This design comes from an exercise in tuning for small area and a short achievable clock period on the open sky130 flow, not from production work.
The RTL was checked by simulation tests, not by an equivalence proof against the original design.

==> flow/design.v (outline; a module is shown in full before it is edited, if it fits) <==
// module pem_frame_seq: 65 lines
// module lockin_mixer: 28 lines
// module lockin_mac: 541 lines
// module lockin_resolve: 143 lines
// module lockin_fa: 4 lines
// module lockin_ha: 4 lines
// module lockin_chan: 53 lines
// module frame_accum: 41 lines
// module lockin_top: 55 lines
module lockin_top (
  input  wire                          alg_clk,
  input  wire                          alg_rst_n,
  input  wire                          search_end,
  input  wire                          pem_posedge,
  input  wire [16-1:0]   ref_dat,
  input  wire                          ref_dat_valid,
  input  wire [16-1:0]     wave_sine,
  input  wire [16-1:0]     wave_cosine,
  output wire                          wave_req,
  output wire [9-1:0]     wave_addr,
  output wire                          buf_refresh,
  output wire [40-1:0]      i_sum,
  output wire [40-1:0]      q_sum,
  output wire                          sum_valid
);
  // ...
==> flow/run.sh <==
#!/bin/bash
# synth_recipe.tcl (not shown) runs the flow's synth.tcl, then flattens the netlist and writes it again
# the make line also repeats each setting of config.mk as NAME=value (left out here)
make -C /OpenROAD-flow-scripts/flow DESIGN_CONFIG=/design/flow/config.mk WORK_HOME=/design/flow/orfs CLKGATE_MAP_FILE= SYNTH_SCRIPT=/design/flow/synth_recipe.tcl finish
==> flow/config.mk <==
export PLATFORM = sky130hd
export DESIGN_NAME = lockin_top
export DESIGN_NICKNAME = lockin_top
export VERILOG_FILES = /design/flow/design.v
export SDC_FILE = /design/flow/constraint.sdc
export NUM_CORES = 4
export LEC_CHECK = 0
export ABC_CLOCK_PERIOD_IN_PS = 3500
export CAP_MARGIN = 20
export CORE_MARGIN = 2
export CORE_UTILIZATION = 40
export SETUP_SLACK_MARGIN = 3.7
export SLEW_MARGIN = 20
export SYNTH_HIERARCHICAL = 1
==> flow/constraint.sdc <==
create_clock -name core_clock -period 7.0 [get_ports {alg_clk}]
set_input_delay 1.4000 -clock core_clock [delete_from_list [all_inputs] [get_ports {alg_clk}]]
set_output_delay 1.4000 -clock core_clock [all_outputs]
set_load 0.01 [all_outputs]
==> flow_summary.toml, run 1 <==
[cells_and_area]
fin_util_pct = 47.8
multi_input_cells = 1582
clkbuf_count = 56
n_antenna_cell = 0

[global_routing]
use_met3_pct = 3.84
track_usage_pct = 19.0
gr-usage-met2_pct = 31.0

[critical_path]
r2r_end = "u_accum.u_chan_i.st[25]"
required_ns = 7.50
r2r_cells = 8

[floorplan]
core_mm2 = 0.0602
fp.dieH_um = 251
fp-row-count = 90

[route]
post_drt_via_cell_ratio = 5.24
vias = 15900
highest_layer = "met5"

[min_path]
min_path_cells = 0
hp-start = "u_mixer.mix_clear"

[cts]
post_cts_resized = 259
htree_levels = 2
clk_pin_slew_worst_paths_ns = 0.06
postCtsSetupBuffers = 31

[timing]
tns_ns = 0
tightest_slew_ns = 0.782
final_max_slew_viol_count = 0
fin_hold_ws_ns = 0.341
fin_crit_ns = 3.46
post-route-period-util_pct = 49.5

[status]
status = "timing/DRC/antenna clean"

[run]
maxCapViolCount = 0

[yosys]
synth_simple_gate_area_share_pct = 8.30
netlist_area_mm2 = 0.0243
synth-xor-area-share_pct = 11.9
==> run 2, diff against run 1 <==
--- a/flow/config.mk
+++ b/flow/config.mk
@@ -11,3 +11,3 @@
 export CORE_UTILIZATION = 40
-export SETUP_SLACK_MARGIN = 3.7
+export SETUP_SLACK_MARGIN = 3.5
 export SLEW_MARGIN = 20
==> flow_summary.toml, run 2 <==
[placed_design]
routabilityCongestion = 0.850
dp.cells = 2900
portBuffers = 144
dp_hpwl_um = 40600

[route]
totalWireLength_um = 56000
wl_met2_um = 26000
ant_nets = 0
met3_wirelength_um = 3230
drc = 0
firstDrtPassIters = 5
routedLengthMet1_um = 25400
vias = 15600
post_drt_via_cell_ratio = 5.18
routedWlPerCell_um = 18.6
highest_layer = "met5"
drtIter0Drc = 961

[critical_path]
cp_common_cell = "buf_6"
cp_max_fo = 9
cp_top_family = "buffers and inverters"
worstPathArrival_ns = 2.07
required_ns = 5.60
max_stage_delay_ns = 0.16
crit_chain = "buf_6 > nand2_8 > clkinvlp_4 > buf_4 > nor2_4 > buf_6"
cp_num_buf_inv = 4
critPathLaunchType = "primary input"
critPathSlowestCell = "buf_4"
end_kind = "output pin"
path_class = "in -> out"

[yosys]
syn_inst = 2193
ys_async_sr_fraction_pct = 5.26
syn_avg_cell_area_um2 = 11.1
synth_flop_cell = "dfxtp_1"
yosys_warnings = 10
synthTopCellsByArea = "fa_1, dfxtp_1, xnor2_1"
synth_commonest_cells = "fa_1, dfxtp_1, xnor2_1"
synth_cell_types = 57
yosys.cell_count.top_type = "fa_1"
synth_top_area_share_pct = 25.8
synth_edf_count = 0
netlist_area_mm2 = 0.0243
ys_ff_latch = 323
synth_largest_area_cell = "fa_1"
ys_seq_area_share_pct = 26.9

[status]
status = "timing/DRC/antenna clean"

[floorplan]
fp-row-count = 90
die_width_um = 251
core_mm2 = 0.0602
start_util_pct = 40.4
die_area_mm2 = 0.0629
fp.dieH_um = 251
ios = 145

[cells_and_area]
final_cells = 3004
layout_common_cells = "fa_1, xnor2_1, a22oi_1"
final_common_cell = "fa_1"
fin_nets = 2720
syn_to_final_growth_pct = 13.3
final_layout_size_suffix_gt1_share_pct = 12.2
n_antenna_cell = 0
reg_top3 = "u_accum.u_chan_i.st x63, u_accum.u_chan_q.st x63"

[run]
maxCapViolCount = 0

[global_routing]
grt_pass1_vias = 16700
grt_max_degree = 35
antenna_found_initial = 4
track_usage_pct = 18.3
grt_first_pass_wirelength_um = 91500
grt-ovfl-total = 0

[timing]
tns_ns = 0
tightest_slew_ns = 0.744
rsz0062_at_grt = "true"
fin_crit_ns = 3.47
clock_skew_ns = 0.0267
final_max_slew_viol_count = 0
finalSetupViolCount = 0
fmax_mhz = 288
post-route-period-util_pct = 49.6
hold_violations = 0
slew_headroom_pct = 50.3

[min_path]
hold_path_class = "reg -> reg"

[cts]
insertion_delay_ns = 0.58
cts_buffers = 40
clk_pin_slew_worst_paths_ns = 0.05
clock_sinks = 323
cts_buffer_depth = 3
cts-root-buf = "clkbuf_16"
cts_tree = "yes"
htree_levels = 2
## run 2: per-module statistics from Yosys, one instance, submodules excluded, a selection
module / flops+latches / cells
frame_accum: 2 / 2
lockin_chan: 144 / 249
lockin_fa: 0 / 1
lockin_ha: 0 / 1
lockin_mac: 0 / 480
lockin_mixer: 19 / 37
lockin_resolve: 0 / 135
pem_frame_seq: 14 / 78
## run 2: what timing repair did
item,CTS,global route
pin swaps,5,15
gates cloned,0,1
setup buffers,18,14
hold buffers,0,0
resized for setup,148,79
endpoints found under the hold margin,0,0
endpoints found under the setup margin,85,34
## run 2: layer usage
layer  up-vias  global-route usage, %
met5         -                      0
met4         8                   5.54
met3        88                   3.93
met2       420                   28.9
met1      7832                   25.0
li1       7210                      -
## run 2: logic make-up (layout without fill, tap and decap cells)
kind of cell,Yosys count,after routing,share of synthesized area (%)
adder cells (fa/ha/maj),474,474,34.0
AO/OA/AOI/OAI,397,397,11.5
AND/OR/NAND/NOR,340,340,8.30
XOR/XNOR,330,330,11.9
flip-flops,323,323,26.9
buffers and inverters,320,317,7.08
multiplexers,7,7,0.308
other,2,34,0.0308
## run 2: cell type report
class / count / area, µm²
inverter: 56 / 214
clock buffer: 52 / 1130
timing repair buffer: 190 / 1860
tap: 782 / 978
multi-input combinational: 1582 / 16300
clock inverter: 19 / 285
fill: 5449 / 32700
sequential: 323 / 6760
## run 2: stage by stage
step | hold slack [ns] | setup WS [ns] | instance area, µm² | utilization, %
floorplan | 0.325 | 3.51 | 24500 | -
global placement | 0.338 | 2.53 | 25500 | 42.3
detailed placement | 0.330 | 2.48 | 25500 | 42.3
CTS | 0.343 | 3.50 | 27200 | 45.2
global route | 0.351 | 3.45 | 27600 | 45.8
finish | 0.342 | 3.53 | 27600 | 45.8
## run 2: worst paths after layout
| kind | start | end | slack [ns] | cells after the start |
|---|---|---|---|---|
| setup / recovery | pem_posedge | wave_addr[7] | 3.53 | 6 |
| min in group asynchronous | alg_rst_n | u_seq.addr_r[1] | 1.27 | 1 |
| hold / removal | u_accum.u_chan_q.st[2] | u_accum.u_chan_q.sum[2] | 0.34 | 0 |
| hold reg to reg | u_accum.u_chan_q.st[2] | u_accum.u_chan_q.sum[2] | 0.34 | 0 |
| max in group asynchronous | alg_rst_n | u_seq.armed | 5.26 | 1 |
| setup reg to reg | u_accum.u_chan_q.mul_clear | u_accum.u_chan_q.st[29] | 3.54 | 8 |
==> run 3, diff against run 2 <==
--- a/flow/config.mk
+++ b/flow/config.mk
@@ -10,3 +10,3 @@
 export CORE_MARGIN = 2
-export CORE_UTILIZATION = 40
+export CORE_UTILIZATION = 65
 export SETUP_SLACK_MARGIN = 3.5
==> flow_summary.toml, run 3 <==
[timing]
tns_ns = 0
rsz0062_at_grt = "true"
finalSetupViolCount = 0
fin_crit_ns = 3.47
final_max_slew_viol_count = 0
hold_violations = 0
fmax_mhz = 288
slew_headroom_pct = 24.0
clock_skew_ns = 0.0206
tightest_slew_ns = 1.14
post-route-period-util_pct = 49.6

[route]
drc = 0
drtIter0Drc = 1230
routedLengthMet1_um = 24200
post_drt_via_cell_ratio = 5.88
wl_met2_um = 24500
met3_wirelength_um = 4410
totalWireLength_um = 54400
highest_layer = "met5"
firstDrtPassIters = 5
vias = 15700
ant_nets = 0
routedWlPerCell_um = 20.3

[cts]
postCtsHoldBufs = 0
cts_buffer_depth = 3
clock_sinks = 323
htree_levels = 2
clk_pin_slew_worst_paths_ns = 0.06
cts-root-buf = "clkbuf_16"
insertion_delay_ns = 0.56
cts_buffers = 35
cts_tree = "yes"

[cells_and_area]
reg_top3 = "u_accum.u_chan_i.st x63, u_accum.u_chan_q.st x63"
n_fill_cell = 2668
syn_to_final_growth_pct = 10.5
final_layout_size_suffix_gt1_share_pct = 11.3
layout_common_cells = "fa_1, xnor2_1, a22oi_1"
final_cells = 2678
fin_nets = 2710
final_common_cell = "fa_1"

[floorplan]
ios = 145
die_width_um = 198
start_util_pct = 66.2
core_mm2 = 0.0368
fp-row-count = 70
fp.dieH_um = 198
die_area_mm2 = 0.0390

[critical_path]
path_class = "in -> out"
end_kind = "output pin"
crit_chain = "buf_6 > nand2_8 > and2_1 > dlygate4sd2_1"
cp_max_fo = 9
worstPathArrival_ns = 2.07
required_ns = 5.60
critPathLaunchType = "primary input"
cp_num_buf_inv = 2
max_stage_delay_ns = 0.29
critPathSlowestCell = "dlygate4sd2_1"
cp_top_family = "buffers and inverters"

[yosys]
synth_commonest_cells = "fa_1, dfxtp_1, xnor2_1"
synth_largest_area_cell = "fa_1"
ys_async_sr_fraction_pct = 5.26
synth-xor-area-share_pct = 11.9
synth-compound-area-share_pct = 11.5
synth_mux_area_share_pct = 0.308
synthTopCellsByArea = "fa_1, dfxtp_1, xnor2_1"
synth_flop_cell = "dfxtp_1"
synth_adder_area_share_pct = 34.0
yosys_warnings = 10
synth_edf_count = 0
synth_top_area_share_pct = 25.8
ys_ff_latch = 323
synth_top_family_by_area = "adder cells"
syn_avg_cell_area_um2 = 11.1
netlist_area_mm2 = 0.0243
yosys.cell_count.top_type = "fa_1"
synth_simple_gate_area_share_pct = 8.30
ys_seq_area_share_pct = 26.9
synth_cell_types = 57
syn_inst = 2193

[global_routing]
grt_first_pass_wirelength_um = 88900
antenna_found_initial = 4
track_usage_pct = 29.1
grt_pass1_vias = 16400
grt-ovfl-total = 0
grt_max_degree = 24

[placed_design]
portBuffers = 144
dp.cells = 2585
dp_hpwl_um = 38500
routabilityCongestion = 0.826

[status]
status = "timing/DRC/antenna clean"

[run]
maxCapViolCount = 0

[min_path]
hold_path_class = "reg -> reg"
-- run 3: cell counts after synthesis --
No cell type changed its count.
-- run 3: final timing paths --
path | from | to | cells past startpoint | slack (ns)
max reg2reg | u_accum.u_chan_i.mul_clear | u_accum.u_chan_i.st[25] | 8 | 3.55
max | pem_posedge | wave_addr[0] | 4 | 3.53
min reg2reg | u_mixer.mix_clear | u_accum.u_chan_q.mul_clear | 0 | 0.34
min | u_mixer.mix_clear | u_accum.u_chan_q.mul_clear | 0 | 0.34
max in group asynchronous | alg_rst_n | u_seq.addr_r[7] | 1 | 5.22
min in group asynchronous | alg_rst_n | u_accum.sum_valid | 1 | 1.30
-- run 3: cell families after synthesis --
| group | after synthesis |
|---|---|
| xor gates and xnor gates | 330 |
| buffers and inverters | 320 |
| DFF | 323 |
| and+or+nand+nor | 340 |
| AOI/OAI and AO/OA | 397 |
| adders and majority gates | 474 |
| muxes | 7 |
| other | 2 |
-- run 3: cell type report --
cell class	count	area (µm²)	area share [%]
multi-input combinational	1582	16300	60.7
sequential	323	6760	25.1
timing repair buffer	185	1880	6.99
clock buffer	55	1040	3.87
tap	468	586	2.18
inverter	56	214	0.795
clock inverter	7	86.3	0.321
antenna	2	5.00	0.0186
-- run 3: what timing repair did --
item	CTS	global route
pin swaps	8	16
cloned	0	0
gates resized for setup	137	85
buffers inserted	18	11
setup endpoints to repair	86	30
-- run 3: Yosys stat by module, one instance, submodules excluded, excerpt --
module | cell area, µm² | copies in the design | cells
lockin_mixer | 518 | 1 | 37
lockin_ha | 12.5 | 62 | 1
lockin_chan | 3580 | 2 | 249
frame_accum | 50.0 | 1 | 2
lockin_mac | 3520 | 2 | 480
lockin_fa | 20.0 | 286 | 1
lockin_resolve | 1150 | 2 | 135
pem_frame_seq | 777 | 1 | 78
-- run 3: metrics by stage --
| stage | worst slack (ns) | utilization (%) | hold WS [ns] | cell area [µm²] |
|---|---|---|---|---|
| 2_1_floorplan | 3.51 | - | 0.325 | 24500 |
| 6_report | 3.53 | 73.2 | 0.339 | 26900 |
| 3_5_place_dp | 2.47 | 68.2 | 0.329 | 25100 |
| 4_1_cts | 3.48 | 72.3 | 0.343 | 26600 |
| 3_3_place_gp | 2.52 | 68.2 | 0.330 | 25100 |
| 5_1_grt | 3.46 | 73.1 | 0.336 | 26900 |
-- run 3: per-layer routing --
layer | global-route usage [%] | vias up
li1 | - | 7198
met1 | 41.7 | 7863
met2 | 44.1 | 582
met3 | 6.69 | 93
met4 | 9.08 | 4
met5 | 0 | -

-- re-timing with driven ports --
No port has a modelled driver above. Below, the same layouts with a new extraction and two added sets of constraints.
Step 1: set_driving_cell puts a clkbuf_16 on alg_clk and a buf_2 on each other input, an assumption about the parent block.
Step 2 moves the port delays by t, midway between the first and last clock arrival at a register: inputs arrive t later, outputs are due t later. That takes back most of the time a late clock gives input paths.
Slacks: ideal ports / drivers / drivers and shift; pairs: ideal ports / drivers.
| run | t (ns) | setup slack, ns | worst hold slack (ns) | worst setup path after step 2 | worst register clock-pin slew, ns |
|---|---|---|---|---|---|
| run 1 | 0.630 | 3.537 / 3.537 / 3.537 | 0.341 / 0.341 / 0.341 | register to register | 0.06 / 0.06 |
| run 2 | 0.629 | 3.525 / 3.492 / 3.492 | 0.342 / 0.342 / 0.342 | input to output | 0.06 / 0.06 |
| run 3 | 0.596 | 3.531 / 3.494 / 3.494 | 0.339 / 0.339 / 0.339 | input to output | 0.06 / 0.06 |
After both steps every run listed still meets setup and hold. For run 3, which loses most, drivers alone change the setup slack by -0.037 ns; drivers and shift together by -0.037 ns.
